Source: an optimization exercise on an open RTL-to-GDS flow (aim: small area, a short achievable clock period and few clock cycles per item). Production flows keep margins and buffers that such runs may drop.
The RTL was checked by simulation tests, not by an equivalence proof against the original design.
No activity file was given, so power comes from the tool's default toggle rates.

==> inputs of v20 <==
==> flow/design.v (excerpt) <==
module vm_signed_divide_shift_alu (
  input  logic        clk,
  input  logic        rst,
  input  logic        in_valid,
  output logic        in_ready,
  input  logic [2:0]  in_mode,
  input  logic [31:0] in_operand_a,
  input  logic [31:0] in_operand_b,
  output logic        out_valid,
  input  logic        out_ready,
  output logic [31:0] out_result,
  output logic        out_divide_error
);
export LEC_CHECK = 0
export ABC_AREA = 1
export CAP_MARGIN = 20
export CORE_MARGIN = 2
export CORE_UTILIZATION = 55
export SLEW_MARGIN = 20
create_clock -name core_clock -period 13.5 [get_ports {clk}]
standard.sh (not shown) runs the stock make flow with config.mk's settings and CLKGATE_MAP_FILE= SYNTH_SCRIPT=/design/flow/synth_recipe.tcl, a recipe that flattens the netlist after the stock synthesis.
==> flow/flow/run.sh <==
#!/bin/bash
set -euo pipefail
export BUFFER_PORTS_ARGS="-buffer_cell sky130_fd_sc_hd__buf_1"
export SETUP_SLACK_MARGIN=9
bash standard.sh > standard.log 2>&1
==> v38: changes against v20 <==
==> flow/flow/run.sh (replaced) <==
#!/bin/bash
set -euo pipefail
export BUFFER_PORTS_ARGS="-buffer_cell sky130_fd_sc_hd__buf_1"
SETUP_SLACK_MARGIN=9.5 bash standard.sh cts > standard_cts.log 2>&1
SETUP_SLACK_MARGIN=8.8 bash standard.sh > standard.log 2>&1
Settings changed: CTS_BUF_LIST from default to sky130_fd_sc_hd__clkbuf_4 sky130_fd_sc_hd__clkbuf_8.
==> comparison table <==
Run status: v20 no timing/DRC/antenna violations; v38 no timing/DRC/antenna violations
Capture point of the critical path: v20 o_q[19]; v38 o_q[2]
Number of cells upsized or downsized after cts: v20 15; v38 117
Wire length after detailed routing: v20 65500 um; v38 64700 um
Nets@finish: v20 2615; v38 2638
R2R Path Start: v20 st[1]; v38 q_q[1]
Switching fraction of total power: v20 51.9%; v38 52.5%
Crit-path max cell delay: v20 600 ps; v38 440 ps
Multi-input gate share of the layout cell area: v20 57.6%; v38 57.2%
Worst Reg2Reg Path Length in Cells: v20 17; v38 32
Part of the power in combinational logic: v20 57.1%; v38 58.9%
Worst reg-to-reg setup slack: v20 9060 ps; v38 9220 ps
P_clk: v20 0.489 mW; v38 0.380 mW
Non-clock buffer count in the final layout: v20 146; v38 168
Setup repair after global routing missed its margin: v20 yes; v38 no
Largest voltage drop on the vdd net: v20 0.0930 mV; v38 0.0816 mV
Final setup slack of the worst path: v20 9060 ps; v38 9220 ps
Clock edge transition at the registers on the reported setup and hold paths: v20 70 ps; v38 90 ps
Routed length on met3: v20 7860 um; v38 7890 um
Total power of the final layout: v20 3.35 mW; v38 3.25 mW
Crit path required time: v20 13780 ps; v38 13740 ps
Endpoint of the lowest-slack register-to-register path: v20 o_q[19]; v38 o_q[2]
Fin cells: v20 2851; v38 2874
Net Switching: v20 1.74 mW; v38 1.71 mW
Via count of the first global-routing pass: v20 16400; v38 16400
Testbench counts of v20, summed over its fixed seeds: cycles 21,697, items 8,000.
Testbench counts of v38, summed over its fixed seeds: cycles 21,697, items 8,000.

* * *

==> build 27: inputs <==
==> flow/design.v <==
`timescale 1ns / 1ps
package vmdiv_pkg;
  localparam int unsigned DataW = 32;
  typedef enum logic [2:0] {
    OP_DIV  = 3'd0,
    OP_MOD  = 3'd1,
    OP_SHL  = 3'd2,
    OP_SHRL = 3'd3,
    OP_SHRA = 3'd4,
    OP_SEXS = 3'd5,
    OP_SEXB = 3'd6,
    OP_NONE = 3'd7
  } op_t;
  typedef enum logic [2:0] {
    S_IDLE = 3'd0,   
    S_LOAD = 3'd1,   
    S_NORM = 3'd2,   
    S_ITER = 3'd3,   
    S_DONE = 3'd4    
  } st_t;
endpackage
`timescale 1ns / 1ps
module vmdiv_front (
  input  logic [31:0] din,
  input  logic [4:0]  amt,
  input  logic        left,
  input  logic        fill,
  output logic [31:0] dout
);
  logic [31:0] x, y;
  always_comb begin
    for (int i = 0; i < 32; i++) x[i] = left ? din[31-i] : din[i];
    y = 32'($signed({fill, x}) >>> amt);
    for (int i = 0; i < 32; i++) dout[i] = left ? y[31-i] : y[i];
  end
endmodule
`timescale 1ns / 1ps
module vmdiv_div_step (
  input  logic [31:0] r,
  input  logic [31:0] d,
  input  logic        sa,
  output logic [31:0] t,
  output logic        take
);
  logic [32:0] diff;
  always_comb begin
    diff = {r[31], r} - {sa, d};
    t    = diff[31:0];
    take = sa ? (diff[32] || (diff == '0)) : !diff[32];
  end
endmodule
`timescale 1ns / 1ps
module vm_signed_divide_shift_alu (
  input  logic        clk,
  input  logic        rst,
  input  logic        in_valid,
  output logic        in_ready,
  input  logic [2:0]  in_mode,
  input  logic [31:0] in_operand_a,
  input  logic [31:0] in_operand_b,
  output logic        out_valid,
  input  logic        out_ready,
  output logic [31:0] out_result,
  output logic        out_divide_error
);
  vmdiv_pkg::st_t         st, st_n;
  logic [2:0]  md;
  logic [31:0] r_q, q_q, b_q;    
  logic        sa, qneg, dz;
  logic [4:0]  cnt;
  logic        rdy;
  logic [31:0] o_q;
  logic        oerr, ov, o2v, o2err;
  logic        ofree, accept, is_div, res_v, o2v_n, done_n;
  logic [31:0] res;
  logic        res_err;
  logic        norm, sh_left, sh_fill, bad;
  logic [31:0] sh_in, sh_out;
  logic [4:0]  sh_amt;
  assign norm    = (st == vmdiv_pkg::S_NORM);
  assign sh_in   = norm ? b_q : r_q;
  assign sh_left = norm || (md == vmdiv_pkg::OP_SHL);
  assign sh_amt  = norm ? cnt : q_q[4:0];
  assign sh_fill = !norm && (md == vmdiv_pkg::OP_SHRA) && r_q[31];
  assign bad     = q_q[31] || (q_q[30:5] != '0);
  vmdiv_front u_front (.din(sh_in), .amt(sh_amt), .left(sh_left), .fill(sh_fill), .dout(sh_out));
  logic [31:0] ua, ub, negq;
  logic [5:0]  lza, lzb;
  logic        pb, bz;
  logic [6:0]  dd;
  function automatic logic [5:0] lzc(input logic [31:0] v);
    lzc = 6'd32;
    for (int i = 0; i < 32; i++) if (v[i]) lzc = 6'(31 - i);
  endfunction
  assign ua   = r_q ^ {32{r_q[31]}};
  assign ub   = q_q ^ {32{q_q[31]}};
  assign lza  = lzc(ua);
  assign lzb  = lzc(ub);
  assign pb   = q_q[31] && ((~q_q[31:1] & q_q[30:0]) == '0);
  assign bz   = (q_q == '0);
  assign dd   = 7'(lzb) - 7'(lza) + 7'(r_q[31]) - 7'(pb);
  assign negq = 32'(-q_q);
  logic [31:0] t;
  logic        take;
  vmdiv_div_step u_step (.r(r_q), .d(b_q), .sa(sa), .t(t), .take(take));
  assign is_div = (md[2:1] == 2'b00);
  assign ofree  = !ov || out_ready;
  assign accept = in_valid && rdy;
  always_comb begin
    res     = '0;
    res_err = 1'b0;
    res_v   = 1'b0;
    unique case (st)
      vmdiv_pkg::S_LOAD: begin
        res_v = !o2v && !is_div;
        unique case (md)
          vmdiv_pkg::OP_SHL:  res = bad ? '0 : sh_out;
          vmdiv_pkg::OP_SHRL: res = bad ? '0 : sh_out;
          vmdiv_pkg::OP_SHRA: res = bad ? {32{r_q[31]}} : sh_out;
          vmdiv_pkg::OP_SEXS: res = {{16{r_q[15]}}, r_q[15:0]};
          vmdiv_pkg::OP_SEXB: res = {{24{r_q[7]}}, r_q[7:0]};
          default: res = '0;
        endcase
      end
      vmdiv_pkg::S_ITER: begin
        res_v = (cnt == '0);
        if (md[0])     res = take ? t : r_q;
        else if (qneg) res = take ? ~{q_q[30:0], 1'b0} : {negq[30:0], 1'b0};
        else           res = {q_q[30:0], take};
      end
      vmdiv_pkg::S_DONE: begin
        res_v   = 1'b1;
        res     = (md[0] && !dz) ? r_q : '0;
        res_err = dz;
      end
      default: ;
    endcase
  end
  always_comb begin
    st_n = st;
    unique case (st)
      vmdiv_pkg::S_LOAD: if (!o2v) st_n = !is_div ? vmdiv_pkg::S_IDLE : (bz || dd[6]) ? vmdiv_pkg::S_DONE : vmdiv_pkg::S_NORM;
      vmdiv_pkg::S_NORM: st_n = vmdiv_pkg::S_ITER;
      vmdiv_pkg::S_ITER: if (cnt == '0) st_n = vmdiv_pkg::S_IDLE;
      vmdiv_pkg::S_DONE: st_n = vmdiv_pkg::S_IDLE;
      default: ;
    endcase
    if (accept) st_n = vmdiv_pkg::S_LOAD;
  end
  assign o2v_n = o2v ? !ofree : (res_v && !ofree);
  always_comb begin
    unique case (st_n)
      vmdiv_pkg::S_IDLE, vmdiv_pkg::S_DONE: done_n = 1'b1;
      vmdiv_pkg::S_LOAD: done_n = accept ? (in_mode[2:1] != 2'b00) : !is_div;
      vmdiv_pkg::S_ITER: done_n = (st == vmdiv_pkg::S_NORM) ? (cnt == 5'd0) : (cnt == 5'd1);
      default: done_n = 1'b0;
    endcase
  end
  always_ff @(posedge clk) begin
    if (rst) begin
      st  <= vmdiv_pkg::S_IDLE;
      ov  <= 1'b0;
      o2v <= 1'b0;
      rdy <= 1'b1;
    end else begin
      st  <= st_n;
      o2v <= o2v_n;
      rdy <= !o2v_n && done_n;
      if (o2v ? ofree : (res_v && ofree)) ov <= 1'b1;
      else if (out_ready) ov <= 1'b0;
    end
  end
  always_ff @(posedge clk) begin
    unique case (st)
      vmdiv_pkg::S_LOAD: if (!o2v && is_div) begin
        sa   <= r_q[31];
        qneg <= !md[0] && (r_q[31] ^ q_q[31]);
        dz   <= bz;
        b_q  <= (r_q[31] ^ q_q[31]) ? negq : q_q;
        cnt  <= dd[4:0];
      end
      vmdiv_pkg::S_NORM: begin
        b_q <= sh_out;
        q_q <= '0;
      end
      vmdiv_pkg::S_ITER: begin
        if (take) r_q <= t;
        q_q <= {q_q[30:0], take};
        b_q <= {sa, b_q[31:1]};
        cnt <= cnt - 5'd1;
      end
      default: ;
    endcase
    if (accept) begin
      r_q <= in_operand_a;
      q_q <= in_operand_b;
      md  <= in_mode;
    end
    if (o2v) begin
      if (ofree) begin
        o_q  <= b_q;
        oerr <= o2err;
      end
    end else if (res_v) begin
      if (ofree) begin
        o_q  <= res;
        oerr <= res_err;
      end else begin
        b_q   <= res;
        o2err <= res_err;
      end
    end
  end
  assign in_ready         = rdy;
  assign out_valid        = ov;
  assign out_result       = o_q;
  assign out_divide_error = oerr;
endmodule
==> flow/run.sh <==
#!/bin/bash
# synth_recipe.tcl (not shown) runs the flow's synth.tcl, then flattens the netlist and writes it again
# the make line also repeats each setting of config.mk as NAME=value (left out here)
make -C /OpenROAD-flow-scripts/flow DESIGN_CONFIG=/design/flow/config.mk WORK_HOME=/design/flow/orfs CLKGATE_MAP_FILE= SYNTH_SCRIPT=/design/flow/synth_recipe.tcl finish
==> flow/config.mk <==
export PLATFORM = sky130hd
export DESIGN_NAME = vm_signed_divide_shift_alu
export DESIGN_NICKNAME = vm_signed_divide_shift_alu
export VERILOG_FILES = /design/flow/design.v
export SDC_FILE = /design/flow/constraint.sdc
export NUM_CORES = 4
export LEC_CHECK = 0
export CAP_MARGIN = 20
export CORE_MARGIN = 2
export CORE_UTILIZATION = 40
export SLEW_MARGIN = 20
==> flow/constraint.sdc <==
create_clock -name core_clock -period 13.5 [get_ports {clk}]
set_input_delay 2.7000 -clock core_clock [delete_from_list [all_inputs] [get_ports {clk}]]
set_output_delay 2.7000 -clock core_clock [all_outputs]
set_load 0.01 [all_outputs]
==> trial 12 (differences from build 27) <==
==> flow/design.v (replaced) <==
`timescale 1ns / 1ps
package vmdiv_pkg;
  localparam int unsigned DataW = 32;
  typedef enum logic [2:0] {
    OP_DIV  = 3'd0,
    OP_MOD  = 3'd1,
    OP_SHL  = 3'd2,
    OP_SHRL = 3'd3,
    OP_SHRA = 3'd4,
    OP_SEXS = 3'd5,
    OP_SEXB = 3'd6,
    OP_NONE = 3'd7
  } op_t;
  typedef enum logic [1:0] {
    S_IDLE = 2'd0,   
    S_OUT  = 2'd1,   
    S_NORM = 2'd2,   
    S_ITER = 2'd3    
  } st_t;
  function automatic logic [5:0] lzc(input logic [31:0] v);
    logic [15:0]     z1;
    logic [15:0]     n1;
    logic [7:0]      z2;
    logic [7:0][1:0] n2;
    logic [3:0]      z3;
    logic [3:0][2:0] n3;
    logic [1:0]      z4;
    logic [1:0][3:0] n4;
    for (int i = 0; i < 16; i++) begin
      z1[i] = !(v[2*i+1] || v[2*i]);
      n1[i] = !v[2*i+1];
    end
    for (int i = 0; i < 8; i++) begin
      z2[i] = z1[2*i+1] && z1[2*i];
      n2[i] = z1[2*i+1] ? {1'b1, n1[2*i]} : {1'b0, n1[2*i+1]};
    end
    for (int i = 0; i < 4; i++) begin
      z3[i] = z2[2*i+1] && z2[2*i];
      n3[i] = z2[2*i+1] ? {1'b1, n2[2*i]} : {1'b0, n2[2*i+1]};
    end
    for (int i = 0; i < 2; i++) begin
      z4[i] = z3[2*i+1] && z3[2*i];
      n4[i] = z3[2*i+1] ? {1'b1, n3[2*i]} : {1'b0, n3[2*i+1]};
    end
    if (z4[1] && z4[0]) lzc = 6'd32;
    else lzc = z4[1] ? {2'b01, n4[0]} : {2'b00, n4[1]};
  endfunction
endpackage
`timescale 1ns / 1ps
module vmdiv_front (
  input  logic [31:0] din,
  input  logic [4:0]  amt,
  input  logic        left,
  input  logic        fill,
  output logic [31:0] dout
);
  logic [31:0] x, y;
  always_comb begin
    for (int i = 0; i < 32; i++) x[i] = left ? din[31-i] : din[i];
    y = 32'($signed({fill, x}) >>> amt);
    for (int i = 0; i < 32; i++) dout[i] = left ? y[31-i] : y[i];
  end
endmodule
`timescale 1ns / 1ps
module vmdiv_div_step (
  input  logic [31:0] r,
  input  logic [31:0] d,
  input  logic        sa,
  output logic [31:0] t,
  output logic        take
);
  logic [32:0] diff;
  always_comb begin
    diff = {r[31], r} - {sa, d};
    t    = diff[31:0];
    take = sa ? (diff[32] || (diff == '0)) : !diff[32];
  end
endmodule
`timescale 1ns / 1ps
module vm_signed_divide_shift_alu (
  input  logic        clk,
  input  logic        rst,
  input  logic        in_valid,
  output logic        in_ready,
  input  logic [2:0]  in_mode,
  input  logic [31:0] in_operand_a,
  input  logic [31:0] in_operand_b,
  output logic        out_valid,
  input  logic        out_ready,
  output logic [31:0] out_result,
  output logic        out_divide_error
);
  vmdiv_pkg::st_t st, st_n;
  logic [2:0]  md;
  logic [31:0] r_q, q_q, b_q;    
  logic        sa, nb, dz, ee;   
  logic [4:0]  cnt;
  logic [5:0]  lza_q, lzb_q;     
  logic        pb_q;             
  logic        rdy;
  logic [31:0] o_q;
  logic        oerr, ov, o2v, o2err;
  logic        ofree, accept, is_div, in_div, res_v, o2v_n;
  logic [31:0] res;
  logic        res_err;
  assign is_div = (md[2:1] == 2'b00);
  assign in_div = (in_mode[2:1] == 2'b00);
  assign ofree  = !ov || out_ready;
  assign accept = in_valid && rdy;
  logic [5:0] lza, lzb;
  logic       pb, bz;
  logic [6:0] dd;
  assign lza = vmdiv_pkg::lzc(in_operand_a ^ {32{in_operand_a[31]}});
  assign lzb = vmdiv_pkg::lzc(in_operand_b ^ {32{in_operand_b[31]}});
  assign pb  = in_operand_b[31] && ((~in_operand_b[31:1] & in_operand_b[30:0]) == '0);
  assign bz  = (in_operand_b == '0);
  assign dd  = 7'(lzb_q) - 7'(lza_q) + 7'(sa) - 7'(pb_q);
  logic        norm, sh_left, sh_fill, bad;
  logic [31:0] negq, sh_in, sh_out;
  logic [4:0]  sh_amt;
  assign negq    = 32'(-q_q);
  assign norm    = (st == vmdiv_pkg::S_NORM);
  assign sh_in   = norm ? (nb ? negq : q_q) : r_q;
  assign sh_left = norm || (md == vmdiv_pkg::OP_SHL);
  assign sh_amt  = norm ? dd[4:0] : q_q[4:0];
  assign sh_fill = !norm && (md == vmdiv_pkg::OP_SHRA) && r_q[31];
  assign bad     = q_q[31] || (q_q[30:5] != '0);
  vmdiv_front u_front (.din(sh_in), .amt(sh_amt), .left(sh_left), .fill(sh_fill), .dout(sh_out));
  logic [31:0] t;
  logic        take;
  vmdiv_div_step u_step (.r(r_q), .d(b_q), .sa(sa), .t(t), .take(take));
  always_comb begin
    res     = '0;
    res_err = 1'b0;
    unique case (md)
      vmdiv_pkg::OP_DIV:  begin
        res     = (ee || dz) ? '0 : nb ? negq : q_q;
        res_err = dz;
      end
      vmdiv_pkg::OP_MOD:  begin
        res     = dz ? '0 : r_q;
        res_err = dz;
      end
      vmdiv_pkg::OP_SHL:  res = bad ? '0 : sh_out;
      vmdiv_pkg::OP_SHRL: res = bad ? '0 : sh_out;
      vmdiv_pkg::OP_SHRA: res = bad ? {32{r_q[31]}} : sh_out;
      vmdiv_pkg::OP_SEXS: res = {{16{r_q[15]}}, r_q[15:0]};
      vmdiv_pkg::OP_SEXB: res = {{24{r_q[7]}}, r_q[7:0]};
      default: res = '0;
    endcase
  end
  assign res_v = (st == vmdiv_pkg::S_OUT) && !o2v;
  always_comb begin
    st_n = st;
    unique case (st)
      vmdiv_pkg::S_OUT:  if (!o2v) st_n = vmdiv_pkg::S_IDLE;
      vmdiv_pkg::S_NORM: if (!o2v) st_n = dd[6] ? vmdiv_pkg::S_OUT : vmdiv_pkg::S_ITER;
      vmdiv_pkg::S_ITER: if (cnt == '0) st_n = vmdiv_pkg::S_OUT;
      default: ;
    endcase
    if (accept) st_n = (in_div && !bz) ? vmdiv_pkg::S_NORM : vmdiv_pkg::S_OUT;
  end
  assign o2v_n = o2v ? !ofree : (res_v && !ofree);
  always_ff @(posedge clk) begin
    if (rst) begin
      st  <= vmdiv_pkg::S_IDLE;
      ov  <= 1'b0;
      o2v <= 1'b0;
      rdy <= 1'b1;
    end else begin
      st  <= st_n;
      o2v <= o2v_n;
      rdy <= !o2v_n && (st_n == vmdiv_pkg::S_IDLE || st_n == vmdiv_pkg::S_OUT);
      if (o2v ? ofree : (res_v && ofree)) ov <= 1'b1;
      else if (out_ready) ov <= 1'b0;
    end
  end
  always_ff @(posedge clk) begin
    unique case (st)
      vmdiv_pkg::S_NORM: if (!o2v) begin
        b_q <= sh_out;
        q_q <= '0;
        cnt <= dd[4:0];
        ee  <= dd[6];
      end
      vmdiv_pkg::S_ITER: begin
        if (take) r_q <= t;
        q_q <= {q_q[30:0], take};
        b_q <= {sa, b_q[31:1]};
        cnt <= cnt - 5'd1;
      end
      default: ;
    endcase
    if (accept) begin
      r_q <= in_operand_a;
      q_q <= in_operand_b;
      md  <= in_mode;
      sa  <= in_operand_a[31];
      nb  <= in_operand_a[31] ^ in_operand_b[31];
      dz  <= bz;
      ee    <= bz;
      lza_q <= lza;
      lzb_q <= lzb;
      pb_q  <= pb;
    end
    if (o2v) begin
      if (ofree) begin
        o_q  <= b_q;
        oerr <= o2err;
      end
    end else if (res_v) begin
      if (ofree) begin
        o_q  <= res;
        oerr <= res_err;
      end else begin
        b_q   <= res;
        o2err <= res_err;
      end
    end
  end
  assign in_ready         = rdy;
  assign out_valid        = ov;
  assign out_result       = o_q;
  assign out_divide_error = oerr;
endmodule
==> flow/flow/run.sh (new file) <==
#!/bin/bash
# The standard layout (the standard.sh, unchanged synthesis and steps), with
# ORFS's repair_timing steps (floorplan, CTS, global route) aiming for setup
# slack of SETUP_SLACK_MARGIN ns at the design's clock period, so that the
# achieved period shrinks. The clock, the SDC and every other setting are the standard flow's.
set -euo pipefail
export SETUP_SLACK_MARGIN=9
bash standard.sh > standard.log 2>&1
==> flow/standard.sh (new file) <==
#!/bin/bash
# synth_recipe.tcl (not shown) runs the flow's synth.tcl, then flattens the netlist and writes it again
# the make line also repeats each setting of config.mk as NAME=value (left out here)
make -C /OpenROAD-flow-scripts/flow DESIGN_CONFIG=/design/flow/config.mk WORK_HOME=/design/flow/orfs CLKGATE_MAP_FILE= SYNTH_SCRIPT=/design/flow/synth_recipe.tcl "${@:-finish}"
- ABC_AREA: not set -> 1
- CORE_UTILIZATION: 40 -> 55
removed: flow/run.sh
==> flow_summary.json <==
{
  "first_iter_violations": 3673,
  "multi_input_area_share": 0.6366,
  "place_ws_ns": 6.754,
  "pg_comb_w": 0.00406,
  "crit_start": "r_q[0]$_DFFE_PP_",
  "yosys.area_share.xor_xnor": 0.02896,
  "grtUsageMet2": 0.6039,
  "outcome": "no timing/DRC/antenna violations",
  "antenna_found_initial": 5,
  "grt_pass1_vias": 19070,
  "num-nets-final": 2517,
  "crit_buf_inv": 3,
  "wl_per_cell_um": 33.35,
  "leakage_nw": 7.223,
  "synth-simple-area-share": 0.2255,
  "ir_worst_vdd_uv": 177.1,
  "grt_usage": 0.4230,
  "drt_wl_total_mm": 100.0,
  "reg2reg_slack_ns": 6.34
}
Source of the figures above: build 27

==> flow_summary.json <==
{
  "outcome": "no timing/DRC/antenna violations",
  "inverters_excl_clock": 300,
  "grt_pass1_vias": 17740,
  "wl_per_cell_um": 21.53,
  "num-nets-final": 2811,
  "synth-simple-area-share": 0.4104,
  "yosys.area_share.xor_xnor": 0.02046,
  "pg_comb_w": 0.00183,
  "drt_wl_total_mm": 66.40,
  "grtUsageMet2": 0.6580,
  "leakage_nw": 8.592,
  "crit_buf_inv": 4,
  "first_iter_violations": 3329,
  "crit_start": "in_operand_b[30]",
  "grt_usage": 0.4281,
  "met3_length_mm": 8.359,
  "cts_buffer_depth": 2,
  "ir_worst_vdd_uv": 101.7,
  "place_ws_ns": 7.491
}
Source of the figures above: trial 12

Testbench counts of build 27, summed over its fixed seeds: cycles 22,212, items 8,000.
Testbench counts of trial 12, summed over its fixed seeds: cycles 21,996, items 8,000.

static timing again, ports no longer ideal:
Ports are ideal in the flow. The routed layouts listed here were re-timed in OpenROAD.
Step 1 sets driving cells, clkbuf_16 on the clock port and buf_2 on the other inputs (assumed; they add their load-dependent delay and slew).
Step 2, shift: input delay + t, output delay - t, t = (earliest + latest rising clock arrival at the registers) / 2. This alone moves slack from input paths to output paths.
a / b / c = ideal / step 1 / step 2; a / b = the first two.
| run | t, ns | setup slack, ns | worst setup path after step 2 |
|---|---|---|---|
| v20 | 0.520 | 9.059 / 9.059 / 8.671 | input to register |
| v38 | 0.544 | 9.222 / 9.222 / 8.850 | input to register |
| build 27 | 0.546 | 6.343 / 6.343 / 6.343 | register to register |
| trial 12 | 0.512 | 9.057 / 9.089 / 8.577 | input to register |
After both steps setup and hold are still met in every run listed. The setup slack of trial 12, which loses most, moves by +0.032 ns with the drivers and by -0.480 ns with both steps.
